This design comes from an exercise in tuning for small area on the open sky130 flow, not from production work.
In this exercise RTL edits were held to simulation tests only and were not proved equivalent to the original.
Power is estimated from default activity; no workload was simulated.

## skin_box_top
module skin_box_top
#(
    parameter int FRAME_WIDTH = skin_box_pkg::DEF_FRAME_WIDTH,
    parameter int TILE_WIDTH  = skin_box_pkg::DEF_TILE_WIDTH,
    parameter int TILE_HEIGHT = skin_box_pkg::DEF_TILE_HEIGHT
) (
    input  logic    pclk,
    input  logic    reset,
    input  logic    vsync,
    input  logic    href,
    input  logic    config_done,
    input  logic [7:0] cam_data,
    output logic [9:0]  x_coord,
    output logic [9:0]  y_coord,
    output logic    skin_wide,
    output logic    box_hit,
    output logic [skin_box_pkg::NUM_REGIONS*10-1:0] box_min_x,
    output logic [skin_box_pkg::NUM_REGIONS*10-1:0] box_max_x,
    output logic [skin_box_pkg::NUM_REGIONS*10-1:0] box_min_y,
    output logic [skin_box_pkg::NUM_REGIONS*10-1:0] box_max_y
);
    logic [1:0] u_class;
    logic [1:0] v_class;
    logic    sample_strobe;
    yuv_capture u_capture (
        .pclk          (pclk),
        .reset         (reset),
        .vsync         (vsync),
        .href          (href),
        .config_done   (config_done),
        .cam_data      (cam_data),
        .x_coord       (x_coord),
        .y_coord       (y_coord),
        .u_class       (u_class),
        .v_class       (v_class),
        .sample_strobe (sample_strobe)
    );
    chroma_classifier u_classifier (
        .u_class   (u_class),
        .v_class   (v_class),
        .box_hit   (box_hit),
        .skin_wide (skin_wide)
    );
    region_box_tracker #(
        .FRAME_WIDTH (FRAME_WIDTH),
        .TILE_WIDTH  (TILE_WIDTH),
        .TILE_HEIGHT (TILE_HEIGHT)
    ) u_tracker (
        .pclk          (pclk),
        .reset         (reset),
        .vsync         (vsync),
        .sample_strobe (sample_strobe),
        .box_hit       (box_hit),
  ...
clock: 8.0 ns
lec_check: 0
cap_margin: 0
core_margin: 2
core_utilization: 55
slew_margin: 0
standard.sh (not shown) runs the stock make flow with config.mk's settings and CLKGATE_MAP_FILE= SYNTH_SCRIPT=/design/flow/synth_recipe.tcl, a recipe that flattens the netlist after the stock synthesis.
==> flow/flow/run.sh <==
#!/bin/bash
# Layout flow: the standard synthesis, then its combinational gates are re-mapped
# for area (flow/resynth.tcl; flip-flops untouched), then the standard ORFS
# flow from floorplan on, with the port buffers in the smallest buffer cell.
set -euo pipefail
W=$(pwd)
R=$W/orfs/results/$FLOW_PLATFORM/skin_box_top/base
bash standard.sh synth > make_synth.log 2>&1
cp "$R/1_2_yosys.v" "$W/std_1_2_yosys.v"
RESYN_LIB=$FLOW_HOME/platforms/sky130hd/lib/sky130_fd_sc_hd__tt_025C_1v80.lib \
RESYN_IN=$W/std_1_2_yosys.v RESYN_OUT=$R/1_2_yosys.v RESYN_TOP=$FLOW_TOP \
RESYN_DIR=$W RESYN_ABC=$W/flow/area.abc \
  "${YOSYS_EXE:-yosys}" -c flow/resynth.tcl > resynth.log 2>&1
rm -f "$R/1_synth.odb" "$R/1_synth.sdc"
bash standard.sh BUFFER_PORTS_ARGS="-buffer_cell sky130_fd_sc_hd__buf_1" CTS_ARGS="-sink_clustering_enable -repair_clock_nets -sink_clustering_size 8 -sink_clustering_max_diameter 50 -buf_list sky130_fd_sc_hd__clkbuf_4 -dont_use_dummy_load" finish > make_finish.log 2>&1
==> flow/flow/area.abc <==
strash
&get -n
&st
&deepsyn -T 120
&dch
&nf -R 1000
&put
strash
&get -n
&dch
&nf -R 1000
&put
==> flow/flow/resynth.tcl <==
# Re-map the combinational logic of the standard synthesis netlist for area.
# The flip-flops are kept as they are (same instances, names and cells);
# only the gates between them are rebuilt by ABC with an area-oriented script.
yosys -import
set lib $::env(RESYN_LIB)
set in  $::env(RESYN_IN)
set out $::env(RESYN_OUT)
read_liberty -ignore_miss_func $lib
# sequential and special cells stay black boxes
blackbox sky130_fd_sc_hd__df* sky130_fd_sc_hd__sdf* sky130_fd_sc_hd__edf* sky130_fd_sc_hd__sedf* sky130_fd_sc_hd__dl*
read_verilog $in
hierarchy -top $::env(RESYN_TOP)
flatten
# the pins of the flattened gates must not name the nets
yosys rename -hide w:_*_.*
opt -purge
tee -o $::env(RESYN_DIR)/stat_before.txt stat -liberty $lib
set dont_use {}
foreach p {sky130_fd_sc_hd__fa_* sky130_fd_sc_hd__ha_* sky130_fd_sc_hd__fah* sky130_fd_sc_hd__probe_p_8 sky130_fd_sc_hd__probec_p_8 sky130_fd_sc_hd__lpflow_*} { lappend dont_use -dont_use $p }
abc -script $::env(RESYN_ABC) -liberty $lib {*}$dont_use
read_liberty -lib -ignore_redef $lib
opt_clean -purge
splitnets
opt_clean -purge
hilomap -hicell sky130_fd_sc_hd__conb_1 HI -locell sky130_fd_sc_hd__conb_1 LO
opt_clean -purge
tee -o $::env(RESYN_DIR)/stat_after.txt stat -liberty $lib
check -assert
write_verilog -noattr -nohex -nodec $out
The first run passed the timing, design-rule and antenna checks.
Then changed:
==> flow/flow/area.abc (replaced) <==
strash
&get -n
&st
&dc2
&dch
&nf -R 1000
&put
strash
&get -n
&dch
&nf -R 1000
&put
CORE_UTILIZATION = 40   (was 55)
Effect:
- die area rose by about 45%
- clock skew rose by 36 ps
- wire length rose by 24%
- area after synthesis rose by about 6%
- sequential power stays flat
- total power rose by 2.2%
Then changed:
--- a/flow/flow/run.sh
+++ b/flow/flow/run.sh
@@ -14,2 +14,2 @@
 rm -f "$R/1_synth.odb" "$R/1_synth.sdc"
-bash standard.sh BUFFER_PORTS_ARGS="-buffer_cell sky130_fd_sc_hd__buf_1" CTS_ARGS="-sink_clustering_enable -repair_clock_nets -sink_clustering_size 8 -sink_clustering_max_diameter 50 -buf_list sky130_fd_sc_hd__clkbuf_4 -dont_use_dummy_load" finish > make_finish.log 2>&1
+bash standard.sh DONT_USE_CELLS="sky130_fd_sc_hd__probe_p_8 sky130_fd_sc_hd__probec_p_8 sky130_fd_sc_hd__lpflow_bleeder_1 sky130_fd_sc_hd__lpflow_clkbufkapwr_1 sky130_fd_sc_hd__lpflow_clkbufkapwr_16 sky130_fd_sc_hd__lpflow_clkbufkapwr_2 sky130_fd_sc_hd__lpflow_clkbufkapwr_4 sky130_fd_sc_hd__lpflow_clkbufkapwr_8 sky130_fd_sc_hd__lpflow_clkinvkapwr_1 sky130_fd_sc_hd__lpflow_clkinvkapwr_16 sky130_fd_sc_hd__lpflow_clkinvkapwr_2 sky130_fd_sc_hd__lpflow_clkinvkapwr_4 sky130_fd_sc_hd__lpflow_clkinvkapwr_8 sky130_fd_sc_hd__lpflow_decapkapwr_12 sky130_fd_sc_hd__lpflow_decapkapwr_3 sky130_fd_sc_hd__lpflow_decapkapwr_4 sky130_fd_sc_hd__lpflow_decapkapwr_6 sky130_fd_sc_hd__lpflow_decapkapwr_8 sky130_fd_sc_hd__lpflow_inputiso0n_1 sky130_fd_sc_hd__lpflow_inputiso0p_1 sky130_fd_sc_hd__lpflow_inputiso1n_1 sky130_fd_sc_hd__lpflow_inputiso1p_1 sky130_fd_sc_hd__lpflow_inputisolatch_1 sky130_fd_sc_hd__lpflow_isobufsrc_1 sky130_fd_sc_hd__lpflow_isobufsrc_16 sky130_fd_sc_hd__lpflow_isobufsrc_2 sky130_fd_sc_hd__lpflow_isobufsrc_4 sky130_fd_sc_hd__lpflow_isobufsrc_8 sky130_fd_sc_hd__lpflow_isobufsrckapwr_16 sky130_fd_sc_hd__lpflow_lsbuf_lh_hl_isowell_tap_1 sky130_fd_sc_hd__lpflow_lsbuf_lh_hl_isowell_tap_2 sky130_fd_sc_hd__lpflow_lsbuf_lh_hl_isowell_tap_4 sky130_fd_sc_hd__lpflow_lsbuf_lh_isowell_4 sky130_fd_sc_hd__lpflow_lsbuf_lh_isowell_tap_1 sky130_fd_sc_hd__lpflow_lsbuf_lh_isowell_tap_2 sky130_fd_sc_hd__lpflow_lsbuf_lh_isowell_tap_4 sky130_fd_sc_hd__fill_1 sky130_fd_sc_hd__fill_2 sky130_fd_sc_hd__fill_4 sky130_fd_sc_hd__fill_8  sky130_fd_sc_hd__buf_4 sky130_fd_sc_hd__buf_6 sky130_fd_sc_hd__buf_8 sky130_fd_sc_hd__buf_12 sky130_fd_sc_hd__buf_16" BUFFER_PORTS_ARGS="-buffer_cell sky130_fd_sc_hd__buf_1" CTS_ARGS="-sink_clustering_enable -repair_clock_nets -sink_clustering_size 8 -sink_clustering_max_diameter 50 -buf_list sky130_fd_sc_hd__clkbuf_4 -dont_use_dummy_load" finish > make_finish.log 2>&1
==> flow/flow/area.abc (replaced) <==
strash
&get -n
&st
&deepsyn -T 120
&dch
&nf -R 1000
&put
strash
&get -n
&dch
&nf -R 1000
&put
CORE_UTILIZATION = 65   (was 40)
=> The changed run ran to the end with no violations. Combinational power is about the same. Fmax falls by 1.2%. Worst setup slack degrades by 80 ps. Register-to-register slack degrades by 80 ps. Final area falls by 7.1%. Power falls by 2.6%. Flip-flop and latch count does not change. Global-route usage rises by 13 points. Clock-buffer cell count falls by 2.
Then changed:
==> flow/flow/run.sh (replaced) <==
#!/bin/bash
# Layout flow: the standard synthesis, then its combinational gates are re-mapped
# for area (flow/resynth.tcl; flip-flops untouched), then the standard ORFS
# flow from floorplan on, with the port buffers in the smallest buffer cell.
set -euo pipefail
W=$(pwd)
R=$W/orfs/results/$FLOW_PLATFORM/skin_box_top/base
bash standard.sh synth > make_synth.log 2>&1
cp "$R/1_2_yosys.v" "$W/std_1_2_yosys.v"
RESYN_LIB=$FLOW_HOME/platforms/sky130hd/lib/sky130_fd_sc_hd__tt_025C_1v80.lib \
RESYN_IN=$W/std_1_2_yosys.v RESYN_OUT=$R/1_2_yosys.v RESYN_TOP=$FLOW_TOP \
RESYN_DIR=$W RESYN_ABC=$W/flow/area.abc \
  "${YOSYS_EXE:-yosys}" -c flow/resynth.tcl > resynth.log 2>&1
rm -f "$R/1_synth.odb" "$R/1_synth.sdc"
bash standard.sh BUFFER_PORTS_ARGS="-buffer_cell sky130_fd_sc_hd__buf_1" finish > make_finish.log 2>&1
==> flow/flow/area.abc (replaced) <==
strash
&get -n
&st
&dc2
&dch
&nf -R 1000
&put
strash
&get -n
&dch
&nf -R 1000
&put
--- a/flow/flow/resynth.tcl
+++ b/flow/flow/resynth.tcl
@@ -26,2 +26,3 @@
 opt_clean -purge
+insbuf -buf sky130_fd_sc_hd__buf_1 A X
 tee -o $::env(RESYN_DIR)/stat_after.txt stat -liberty $lib
CAP_MARGIN = 20   (was 0)
CORE_UTILIZATION = 40   (was 65)
CTS_BUF_LIST = sky130_fd_sc_hd__clkbuf_4   (was not set)
SLEW_MARGIN = 20   (was 0)
=> Global-route usage is lower by 13 points; setup slack degrades by 250 ps; total power rises by about 27%; routed wire length goes up by 26%.

---

Starting RTL as in the previous note.
// skin_box_top
module skin_box_top
#(
    parameter int FRAME_WIDTH = skin_box_pkg::DEF_FRAME_WIDTH,
    parameter int TILE_WIDTH  = skin_box_pkg::DEF_TILE_WIDTH,
    parameter int TILE_HEIGHT = skin_box_pkg::DEF_TILE_HEIGHT
) (
    input  logic    pclk,
    input  logic    reset,
    input  logic    vsync,
    input  logic    href,
    input  logic    config_done,
    input  logic [7:0] cam_data,
    output logic [9:0]  x_coord,
    output logic [9:0]  y_coord,
    output logic    skin_wide,
    output logic    box_hit,
    output logic [skin_box_pkg::NUM_REGIONS*10-1:0] box_min_x,
    output logic [skin_box_pkg::NUM_REGIONS*10-1:0] box_max_x,
    output logic [skin_box_pkg::NUM_REGIONS*10-1:0] box_min_y,
    output logic [skin_box_pkg::NUM_REGIONS*10-1:0] box_max_y
);
Settings: LEC_CHECK=0, CAP_MARGIN=20, CORE_MARGIN=2, CORE_UTILIZATION=40, SLEW_MARGIN=20; clock period 8.0 ns.
==> flow/flow/run.sh <==
#!/bin/bash
# Layout flow: the standard synthesis, then its combinational gates are re-mapped
# for area (flow/resynth.tcl; flip-flops untouched), then the standard ORFS
# flow from floorplan on, with the port buffers in the smallest buffer cell.
set -euo pipefail
W=$(pwd)
R=$W/orfs/results/$FLOW_PLATFORM/skin_box_top/base
bash standard.sh synth > make_synth.log 2>&1
cp "$R/1_2_yosys.v" "$W/std_1_2_yosys.v"
RESYN_LIB=$FLOW_HOME/platforms/sky130hd/lib/sky130_fd_sc_hd__tt_025C_1v80.lib \
RESYN_IN=$W/std_1_2_yosys.v RESYN_OUT=$R/1_2_yosys.v RESYN_TOP=$FLOW_TOP \
RESYN_DIR=$W RESYN_ABC=$W/flow/area.abc \
  "${YOSYS_EXE:-yosys}" -c flow/resynth.tcl > resynth.log 2>&1
rm -f "$R/1_synth.odb" "$R/1_synth.sdc"
bash standard.sh BUFFER_PORTS_ARGS="-buffer_cell sky130_fd_sc_hd__buf_1" finish > make_finish.log 2>&1
==> flow/flow/area.abc <==
strash
&get -n
&st
&dch
&nf -R 1000
&put
==> flow/flow/resynth.tcl <==
# Re-map the combinational logic of the standard synthesis netlist for area.
# The flip-flops are kept as they are (same instances, names and cells);
# only the gates between them are rebuilt by ABC with an area-oriented script.
yosys -import
set lib $::env(RESYN_LIB)
set in  $::env(RESYN_IN)
set out $::env(RESYN_OUT)
read_liberty -ignore_miss_func $lib
# sequential and special cells stay black boxes
blackbox sky130_fd_sc_hd__df* sky130_fd_sc_hd__sdf* sky130_fd_sc_hd__edf* sky130_fd_sc_hd__sedf* sky130_fd_sc_hd__dl*
read_verilog $in
hierarchy -top $::env(RESYN_TOP)
flatten
# the pins of the flattened gates must not name the nets
yosys rename -hide w:_*_.*
opt -purge
tee -o $::env(RESYN_DIR)/stat_before.txt stat -liberty $lib
set dont_use {}
foreach p {sky130_fd_sc_hd__fa_* sky130_fd_sc_hd__ha_* sky130_fd_sc_hd__fah* sky130_fd_sc_hd__probe_p_8 sky130_fd_sc_hd__probec_p_8 sky130_fd_sc_hd__lpflow_*} { lappend dont_use -dont_use $p }
abc -script $::env(RESYN_ABC) -liberty $lib {*}$dont_use
read_liberty -lib -ignore_redef $lib
opt_clean -purge
splitnets
opt_clean -purge
hilomap -hicell sky130_fd_sc_hd__conb_1 HI -locell sky130_fd_sc_hd__conb_1 LO
opt_clean -purge
insbuf -buf sky130_fd_sc_hd__buf_1 A X
tee -o $::env(RESYN_DIR)/stat_after.txt stat -liberty $lib
check -assert
write_verilog -noattr -nohex -nodec $out
==> next run, changes <==
--- a/flow/flow/run.sh
+++ b/flow/flow/run.sh
@@ -15 +15 @@
-bash standard.sh BUFFER_PORTS_ARGS="-buffer_cell sky130_fd_sc_hd__buf_1" finish > make_finish.log 2>&1
+bash standard.sh BUFFER_PORTS_ARGS="-buffer_cell sky130_fd_sc_hd__buf_1" CTS_ARGS="-sink_clustering_enable -repair_clock_nets -sink_clustering_size 8 -sink_clustering_max_diameter 50 -buf_list sky130_fd_sc_hd__clkbuf_4 -dont_use_dummy_load" finish > make_finish.log 2>&1
==> flow/flow/area.abc (replaced) <==
strash
&get -n
&st
&deepsyn -T 120
&dch
&nf -R 1000
&put
strash
&get -n
&dch
&nf -R 1000
&put
--- a/flow/flow/resynth.tcl
+++ b/flow/flow/resynth.tcl
@@ -27 +26,0 @@
-insbuf -buf sky130_fd_sc_hd__buf_1 A X
- CAP_MARGIN: 20 -> 0
- SLEW_MARGIN: 20 -> 0
After rerunning:
- fmax increases by 6.8%
- first-iteration DRC count decreases by 23%
- wire length decreases by 16%

## re-timing with driven ports
No port has a modelled driver above. Below, the same layouts with a new extraction and two added sets of constraints. Step 1: set_driving_cell puts a clkbuf_16 on pclk and a buf_2 on each other input, an assumption about the parent block. Step 2 moves the port delays by t, midway between the first and last clock arrival at a register: inputs arrive t later, outputs are due t later. That takes back most of the time a late clock gives input paths. a / b / c = ideal / step 1 / step 2; a / b = the first two.
run	t (ns)	slack for setup (ns)	hold slack, ns	latest minus earliest clock arrival (ns)	cell pins on the clock port's net
the first run of note 1	0.783	1.396 / 1.396 / 1.396	0.470 / 0.470 / 0.470	0.061 / 0.061	1
the second run of note 1	0.894	1.248 / 1.248 / 1.248	0.473 / 0.473 / 0.473	0.093 / 0.093	1
the third run of note 1	0.770	1.168 / 1.168 / 1.168	0.470 / 0.470 / 0.470	0.056 / 0.055	1
the fourth run of note 1	0.903	0.922 / 0.922 / 0.922	0.464 / 0.464 / 0.464	0.059 / 0.059	1
the first run of note 2	0.652	0.975 / 0.975 / 0.975	0.487 / 0.487 / 0.487	0.034 / 0.034	1
the second run of note 2	0.873	1.425 / 1.425 / 1.425	0.463 / 0.463 / 0.463	0.085 / 0.084	1
After both steps every run listed still meets setup and hold.
